This design comes from an exercise in tuning for small area, a short achievable clock period and few clock cycles per item on the open sky130 flow, not from production work. Function was checked by simulation only, so behaviour that the tests miss may differ from the original.

==> flow/design.v <==
module seq_operator_unit (
    input  logic        clk,
    input  logic        rst,
    input  logic        in_valid,
    output logic        in_ready,
    input  logic [3:0]  op,
    input  logic        is_signed,
    input  logic [31:0] a,
    input  logic [31:0] b,
    output logic        out_valid,
    input  logic        out_ready,
    output logic [31:0] result,
    output logic        div_by_zero
);
    localparam logic [3:0] OP_ADD  = 4'd0,  OP_SUB  = 4'd1,  OP_MUL  = 4'd2,  OP_DIV  = 4'd3,
                           OP_MOD  = 4'd4,  OP_AND  = 4'd5,  OP_OR   = 4'd6,  OP_XOR  = 4'd7,
                           OP_XNOR = 4'd8,  OP_SHL  = 4'd9,  OP_SHR  = 4'd10, OP_ASHR = 4'd11,
                           OP_RAND = 4'd12, OP_ROR  = 4'd13, OP_RXOR = 4'd14, OP_LT   = 4'd15;
    localparam logic [1:0] S_EXEC = 2'd0,   
                           S_MUL  = 2'd1,   
                           S_ITER = 2'd2,   
                           S_FIX  = 2'd3;   
    logic        xv;
    logic [1:0]  xst;
    logic [3:0]  xop;
    logic        xsg;
    logic        xsub;      
    logic        fin;       
    logic [31:0] r1, r2, r3;
    logic [31:0] rc;        
    logic [7:0]  mb;        
    logic        bprev;     
    logic        negq, negr;
    logic        fdz;       
    logic [4:0]  cnt;
    logic [6:0]  dd;        
    logic        yv, zv;
    logic [31:0] yres;
    logic        ydz, zdz;
    function automatic logic [31:0] rev32(input logic [31:0] v);
        for (int i = 0; i < 32; i++) rev32[i] = v[31-i];
    endfunction
    function automatic logic [5:0] lzc32(input logic [31:0] x);
        logic [15:0] z1; logic [15:0] c1;
        logic [7:0]  z2; logic [7:0][1:0] c2;
        logic [3:0]  z3; logic [3:0][2:0] c3;
        logic [1:0]  z4; logic [1:0][3:0] c4;
        logic        z5; logic [4:0] c5;
        for (int g = 0; g < 16; g++) begin
            z1[g] = ~(x[2*g+1] | x[2*g]);
            c1[g] = ~x[2*g+1];
        end
        for (int g = 0; g < 8; g++) begin
            z2[g] = z1[2*g+1] & z1[2*g];
            c2[g] = z1[2*g+1] ? {1'b1, c1[2*g]} : {1'b0, c1[2*g+1]};
        end
        for (int g = 0; g < 4; g++) begin
            z3[g] = z2[2*g+1] & z2[2*g];
            c3[g] = z2[2*g+1] ? {1'b1, c2[2*g]} : {1'b0, c2[2*g+1]};
        end
        for (int g = 0; g < 2; g++) begin
            z4[g] = z3[2*g+1] & z3[2*g];
            c4[g] = z3[2*g+1] ? {1'b1, c3[2*g]} : {1'b0, c3[2*g+1]};
        end
        z5 = z4[1] & z4[0];
        c5 = z4[1] ? {1'b1, c4[0]} : {1'b0, c4[1]};
        lzc32 = z5 ? 6'd32 : {1'b0, c5};
    endfunction
    function automatic logic [5:0] lz_mag(input logic [31:0] v, input logic neg);
        logic [31:0] t;
        logic        p2;
        t  = neg ? ~v : v;
        p2 = ((v[30:0] & ~v[31:1]) == 31'd0);
        lz_mag = lzc32(t) - {5'd0, neg && p2};
    endfunction
    wire is_div   = (xop == OP_DIV) || (xop == OP_MOD);
    wire is_divop = (xop == OP_DIV);
    wire is_mul   = (xop == OP_MUL);
    wire        do_sub = xsub;
    wire [32:0] addsum = {1'b0, r1} + {1'b0, r2 ^ {32{do_sub}}} + {32'd0, do_sub};
    wire        borrow = ~addsum[32];
    wire        lt     = (xsg && (r1[31] != r2[31])) ? r1[31] : borrow;
    wire        q_zero  = dd[6];
    wire [4:0]  d_amt   = q_zero ? 5'd0 : dd[4:0];
    wire        al_mode = (xst == S_EXEC) && is_div;
    wire        big_sh  = !al_mode && (|r2[31:5]);
    wire        sh_l    = (xop == OP_SHL) || al_mode;
    wire        fill    = (xop == OP_ASHR) && xsg && r1[31];
    wire [31:0] sh_src  = al_mode ? r2 : r1;
    wire [4:0]  sh_amt  = al_mode ? d_amt : r2[4:0];
    wire [31:0] sh_in   = sh_l ? rev32(sh_src) : sh_src;
    wire [63:0] sh_w    = {{32{fill}}, sh_in} >> sh_amt;
    wire [31:0] sh_r    = big_sh ? {32{fill}} : sh_w[31:0];
    wire [31:0] sh_out  = sh_l ? rev32(sh_r) : sh_r;
    logic [31:0] alu_res;
    always_comb begin
        case (xop)
            OP_ADD, OP_SUB: alu_res = addsum[31:0];
            OP_AND:  alu_res = r1 & r2;
            OP_OR:   alu_res = r1 | r2;
            OP_XOR:  alu_res = r1 ^ r2;
            OP_XNOR: alu_res = ~(r1 ^ r2);
            OP_SHL, OP_SHR, OP_ASHR: alu_res = sh_out;
            OP_RAND: alu_res = {31'd0, &r1};
            OP_ROR:  alu_res = {31'd0, |r1};
            OP_RXOR: alu_res = {31'd0, ^r1};
            OP_LT:   alu_res = {31'd0, lt};
            default: alu_res = 32'd0;
        endcase
    end
    function automatic logic [63:0] csa(input logic [31:0] x, input logic [31:0] y, input logic [31:0] z);
        csa = {((x & y) | (z & (x ^ y))) << 1, x ^ y ^ z};
    endfunction
    logic [31:0] ms, mc;
    always_comb begin
        logic [8:0]  bb;
        logic [31:0] row [0:3];
        logic [31:0] corr;
        logic [63:0] t0, t1, t2, t3, t4;
        bb   = {mb, bprev};
        corr = '0;
        for (int i = 0; i < 4; i++) begin
            logic d0, d1, d2, neg, one, two;
            d0 = bb[2*i]; d1 = bb[2*i+1]; d2 = bb[2*i+2];
            neg = d2 & ~(d1 & d0);
            one = d1 ^ d0;
            two = (d2 & ~d1 & ~d0) | (~d2 & d1 & d0);
            row[i] = ((({32{one}} & r1) | ({32{two}} & (r1 << 1))) ^ {32{neg}}) << (2*i);
            corr[2*i] = neg;
        end
        t0 = csa(row[0], row[1], row[2]);
        t1 = csa(row[3], corr, r3);
        t2 = csa(t0[31:0], t0[63:32], t1[31:0]);
        t3 = csa(t2[31:0], t2[63:32], t1[63:32]);
        t4 = csa(t3[31:0], t3[63:32], rc);
        ms = t4[31:0];
        mc = t4[63:32];
    end
    wire mul_last = (r2[31:7] == 25'd0) || (r2[31:7] == '1);
    wire in_div  = (op == OP_DIV) || (op == OP_MOD);
    wire in_mul  = (op == OP_MUL);
    wire in_bnz  = (b != 32'd0);
    wire a_sg    = is_signed && a[31];
    wire b_sg    = is_signed && b[31];
    wire a_neg   = in_div && a_sg;
    wire b_neg   = in_div && b_sg;
    wire [6:0] in_dd = {1'b0, lz_mag(b, b_sg)} - {1'b0, lz_mag(a, a_sg)};
    wire        b_zero   = (r2 == 32'd0);
    wire        ge       = ~borrow;               
    wire [31:0] rem_nx   = ge ? addsum[31:0] : r1;
    wire        last1    = (cnt == 5'd0);
    wire        it_last  = last1;
    wire [31:0] quo_nx   = {r3[30:0], ge};
    wire [31:0] rem_fin  = rem_nx;
    wire        need_fix = is_divop ? negq : negr;
    logic [31:0] x_oth;
    logic        x_dz;
    always_comb begin
        x_oth = alu_res;
        x_dz  = 1'b0;
        case (xst)
            S_EXEC: begin
                if (is_div) begin
                    x_oth = is_divop ? 32'hFFFF_FFFF : r1;
                    x_dz  = 1'b1;
                end
            end
            S_ITER:  x_oth = is_divop ? quo_nx : rem_fin;
            S_FIX: begin
                x_oth = addsum[31:0];
                x_dz  = fdz;
            end
            default: ;
        endcase
    end
    wire in_fin = in_mul ? 1'b0 : (in_div ? (!in_bnz && !((op == OP_MOD) && a_sg)) : 1'b1);
    logic fin_nx;
    always_comb begin
        case (xst)
            S_EXEC, S_MUL: fin_nx = is_mul ? mul_last : (b_zero || ((d_amt == 5'd0) && !need_fix));
            S_ITER:        fin_nx = it_last || ((cnt == 5'd1) && !need_fix);
            default:       fin_nx = 1'b1;
        endcase
    end
    wire x_done = xv && fin && !zv;
    wire x_step = xv && !fin && !zv;
    assign in_ready = !xv || x_done;
    wire push   = x_done;
    wire y_load = !yv || out_ready;
    always_ff @(posedge clk or posedge rst) begin
        if (rst) begin
            xv  <= 1'b0;
            xst <= S_EXEC;
            fin <= 1'b0;
        end else if (in_ready) begin
            xv  <= in_valid;
            xst <= S_EXEC;
            fin <= in_fin;
        end else if (x_step) begin
            fin <= fin_nx;
            case (xst)
                S_EXEC, S_MUL: xst <= is_mul ? (mul_last ? S_FIX : S_MUL) : (b_zero ? S_FIX : S_ITER);
                S_ITER:  xst <= it_last ? S_FIX : S_ITER;
                default: xst <= xst;
            endcase
        end
    end
    always_ff @(posedge clk) begin
        if (in_ready) begin
            xop  <= op;
            xsg  <= is_signed;
            xsub <= (op == OP_SUB) || (op == OP_LT) || in_div;
            r1   <= a_neg ? -a : a;
            r2   <= b_neg ? -b : b;
            mb   <= b[7:0];
            bprev <= 1'b0;
            rc   <= 32'd0;
            dd   <= in_dd;
            negq <= a_neg ^ b_neg;
            negr <= a_neg;
            fdz  <= 1'b0;
        end else if (x_step) begin
            case (xst)
                S_EXEC, S_MUL: begin
                    if (is_mul) begin
                        if (mul_last) begin
                            r1 <= ms;
                            r2 <= mc;
                        end else begin
                            r1    <= r1 << 8;
                            r2    <= {{8{r2[31]}}, r2[31:8]};
                            mb    <= r2[15:8];
                            bprev <= r2[7];
                        end
                        rc <= mc;
                    end else if (b_zero) begin
                        r1  <= 32'd0;
                        r2  <= r1;
                        fdz <= 1'b1;
                    end else begin
                        r2  <= sh_out;
                        cnt <= d_amt;
                    end
                end
                S_ITER: begin
                    if (it_last) begin
                        r1 <= 32'd0;
                        r2 <= is_divop ? quo_nx : rem_fin;
                    end else begin
                        r1 <= rem_nx;
                        r2 <= r2 >> 1;
                    end
                    cnt <= cnt - 5'd1;
                end
                default: ;
            endcase
        end
    end
    always_ff @(posedge clk) begin
        if (push && !y_load) begin
            r3  <= x_oth;
            zdz <= x_dz;
        end else if (zv ? y_load : in_ready) begin
            r3 <= 32'd0;
        end else if (x_step) begin
            if (xst == S_ITER) r3 <= quo_nx;
            else if (is_mul)   r3 <= ms;
        end
    end
    always_ff @(posedge clk or posedge rst) begin
        if (rst) begin
            yv <= 1'b0;
            zv <= 1'b0;
        end else if (y_load) begin
            yv <= zv || push;
            zv <= 1'b0;
        end else if (push) begin
            zv <= 1'b1;
        end
    end
    always_ff @(posedge clk) begin
        if (y_load) begin
            yres <= zv ? r3 : x_oth;
            ydz  <= zv ? zdz : x_dz;
        end
    end
    assign out_valid   = yv;
    assign result      = yres;
    assign div_by_zero = ydz;
endmodule
make LEC_CHECK=0 ABC_AREA=1 CAP_MARGIN=20 CELL_PAD_IN_SITES_DETAIL_PLACEMENT=1 CORE_MARGIN=2 CORE_UTILIZATION=40 SETUP_SLACK_MARGIN=5 SLEW_MARGIN=20 finish   # period 9.5 ns
run.sh (not shown) runs the stock make flow with config.mk's settings and CLKGATE_MAP_FILE= SYNTH_SCRIPT=/design/flow/synth_recipe.tcl, a recipe that flattens the netlist after the stock synthesis.
Testbench counts at the start, summed over its fixed seeds: cycles 6,474, items 3,200.
Next try:
--- a/flow/design.v
+++ b/flow/design.v
@@ -24,8 +24,9 @@
     logic [1:0]  xst;
     logic [3:0]  xop;
     logic        xsg;
     logic        xsub;      
+    logic        bn;        
     logic        fin;       
     logic [31:0] r1, r2, r3;
     logic [31:0] rc;        
     logic [7:0]  mb;        
@@ -127,13 +128,13 @@
             two = (d2 & ~d1 & ~d0) | (~d2 & d1 & d0);
             row[i] = ((({32{one}} & r1) | ({32{two}} & (r1 << 1))) ^ {32{neg}}) << (2*i);
             corr[2*i] = neg;
         end
-        t0 = csa(row[0], row[1], row[2]);
-        t1 = csa(row[3], corr, r3);
-        t2 = csa(t0[31:0], t0[63:32], t1[31:0]);
-        t3 = csa(t2[31:0], t2[63:32], t1[63:32]);
-        t4 = csa(t3[31:0], t3[63:32], rc);
+        t0 = csa(corr, r3, rc);
+        t1 = csa(row[0], row[1], row[2]);
+        t2 = csa(row[3], t0[31:0], t0[63:32]);
+        t3 = csa(t1[31:0], t1[63:32], t2[31:0]);
+        t4 = csa(t3[31:0], t3[63:32], t2[63:32]);
         ms = t4[31:0];
         mc = t4[63:32];
     end
     wire mul_last = (r2[31:7] == 25'd0) || (r2[31:7] == '1);
@@ -208,11 +209,12 @@
     always_ff @(posedge clk) begin
         if (in_ready) begin
             xop  <= op;
             xsg  <= is_signed;
-            xsub <= (op == OP_SUB) || (op == OP_LT) || in_div;
+            xsub <= (op == OP_SUB) || (op == OP_LT) || (in_div && !b_neg);
+            bn   <= b_neg;
             r1   <= a_neg ? -a : a;
-            r2   <= b_neg ? -b : b;
+            r2   <= b;
             mb   <= b[7:0];
             bprev <= 1'b0;
             rc   <= 32'd0;
             dd   <= in_dd;
@@ -233,23 +235,25 @@
                             bprev <= r2[7];
                         end
                         rc <= mc;
                     end else if (b_zero) begin
-                        r1  <= 32'd0;
-                        r2  <= r1;
-                        fdz <= 1'b1;
+                        r1   <= 32'd0;
+                        r2   <= r1;
+                        fdz  <= 1'b1;
+                        xsub <= 1'b1;
                     end else begin
                         r2  <= sh_out;
                         cnt <= d_amt;
                     end
                 end
                 S_ITER: begin
                     if (it_last) begin
-                        r1 <= 32'd0;
-                        r2 <= is_divop ? quo_nx : rem_fin;
+                        r1   <= 32'd0;
+                        r2   <= is_divop ? quo_nx : rem_fin;
+                        xsub <= 1'b1;
                     end else begin
-                        r1 <= rem_nx;
-                        r2 <= r2 >> 1;
+                        r1   <= rem_nx;
+                        r2   <= {bn, r2[31:1]};
                     end
                     cnt <= cnt - 5'd1;
                 end
                 default: ;
Outcome: The new run produced a clean layout. Die area drops by 2.4%. Non-clock buffer count decreases by 46. Setup slack gets better by 110 ps. Synthesized area went down by 2.5%. Maximum frequency rises by 2.5%. Final cell count falls by 2.2%. Synthesized cell count goes down by 1.4%. Via count decreases by 4.2%.
Testbench counts after the change, summed over its fixed seeds: cycles 6,474, items 3,200.

// seq_operator_unit: RTL as listed in full above, without the edits since
clock: 9.5 ns
lec_check: 0
cap_margin: 20
core_margin: 2
core_utilization: 40
setup_slack_margin: 5
slew_margin: 20
Testbench counts at the start, summed over its fixed seeds: cycles 6,474, items 3,200.
Edit:
--- a/flow/design.v
+++ b/flow/design.v
@@ -30,5 +30,4 @@
     logic [31:0] rc;        
     logic [7:0]  mb;        
-    logic        bprev;     
     logic        negq, negr;
     logic        fdz;       
@@ -114,28 +113,21 @@
     logic [31:0] ms, mc;
     always_comb begin
-        logic [8:0]  bb;
-        logic [31:0] row [0:3];
-        logic [31:0] corr;
-        logic [63:0] t0, t1, t2, t3, t4;
-        bb   = {mb, bprev};
-        corr = '0;
-        for (int i = 0; i < 4; i++) begin
-            logic d0, d1, d2, neg, one, two;
-            d0 = bb[2*i]; d1 = bb[2*i+1]; d2 = bb[2*i+2];
-            neg = d2 & ~(d1 & d0);
-            one = d1 ^ d0;
-            two = (d2 & ~d1 & ~d0) | (~d2 & d1 & d0);
-            row[i] = ((({32{one}} & r1) | ({32{two}} & (r1 << 1))) ^ {32{neg}}) << (2*i);
-            corr[2*i] = neg;
-        end
-        t0 = csa(row[0], row[1], row[2]);
-        t1 = csa(row[3], corr, r3);
-        t2 = csa(t0[31:0], t0[63:32], t1[31:0]);
-        t3 = csa(t2[31:0], t2[63:32], t1[63:32]);
-        t4 = csa(t3[31:0], t3[63:32], rc);
-        ms = t4[31:0];
-        mc = t4[63:32];
-    end
-    wire mul_last = (r2[31:7] == 25'd0) || (r2[31:7] == '1);
+        logic [31:0] o [0:9];
+        logic [63:0] t0, t1, t2, t3, t4, t5, t6, t7;
+        for (int i = 0; i < 8; i++) o[i] = (r1 << i) & {32{mb[i]}};
+        o[8] = r3;
+        o[9] = rc;
+        t0 = csa(o[0], o[1], o[2]);
+        t1 = csa(o[3], o[4], o[5]);
+        t2 = csa(o[6], o[7], o[8]);
+        t3 = csa(t0[31:0], t0[63:32], t1[31:0]);
+        t4 = csa(t1[63:32], t2[31:0], t2[63:32]);
+        t5 = csa(t3[31:0], t3[63:32], t4[31:0]);
+        t6 = csa(t5[31:0], t5[63:32], t4[63:32]);
+        t7 = csa(t6[31:0], t6[63:32], o[9]);
+        ms = t7[31:0];
+        mc = t7[63:32];
+    end
+    wire mul_last = (r2[31:8] == 24'd0);
     wire in_div  = (op == OP_DIV) || (op == OP_MOD);
     wire in_mul  = (op == OP_MUL);
@@ -214,5 +206,4 @@
             r2   <= b_neg ? -b : b;
             mb   <= b[7:0];
-            bprev <= 1'b0;
             rc   <= 32'd0;
             dd   <= in_dd;
@@ -228,8 +219,7 @@
                             r2 <= mc;
                         end else begin
-                            r1    <= r1 << 8;
-                            r2    <= {{8{r2[31]}}, r2[31:8]};
-                            mb    <= r2[15:8];
-                            bprev <= r2[7];
+                            r1 <= r1 << 8;
+                            r2 <= r2 >> 8;
+                            mb <= r2[15:8];
                         end
                         rc <= mc;
=>
- The new run passed the timing, design-rule and antenna checks
- clock skew increases by 6.3 ps
- core utilization fell by 0.82 points
- design area climbs by 1.1%
- wire length came out higher by 2.8%
- setup slack gains 54 ps
- fmax increases by 1.2%
- die area rises by 3.3%
- critical path depth climbs by 4
- via count went down by 1.4%
- sequential share of layout area decreases by 0.22 points
Testbench counts after the change, summed over its fixed seeds: cycles 6,480, items 3,200.

re-timing with driven ports:
How much do the figures lean on ideal ports? The routed layouts below were timed once more, with nothing changed but the port constraints.
Step 1, drivers: a clkbuf_16 drives clk and a buf_2 each remaining input, both assumed.
Step 2 moves the port delays by t, midway between the first and last clock arrival at a register: inputs arrive t later, outputs are due t later. That takes back most of the time a late clock gives input paths.
Slacks: no drivers / after step 1 / after step 2; pairs: no drivers / after step 1.
| run | t (ns) | setup WS [ns] | clock arrival spread, ns | worst data-port slew with drivers (ns) |
|---|---|---|---|---|
| the first run of note 1 | 0.583 | 4.748 / 4.748 / 4.506 | 0.020 / 0.020 | 0.07 |
| the second run of note 1 | 0.587 | 4.863 / 4.863 / 4.436 | 0.027 / 0.026 | 0.09 |
| the first run of note 2 | 0.581 | 4.793 / 4.793 / 4.423 | 0.016 / 0.016 | 0.06 |
| the second run of note 2 | 0.599 | 4.847 / 4.847 / 4.475 | 0.023 / 0.024 | 0.07 |
After both steps every run listed still meets setup and hold. The setup slack of the second run of note 1, which loses most, moves by 0.000 ns with the drivers and by -0.427 ns with both steps.
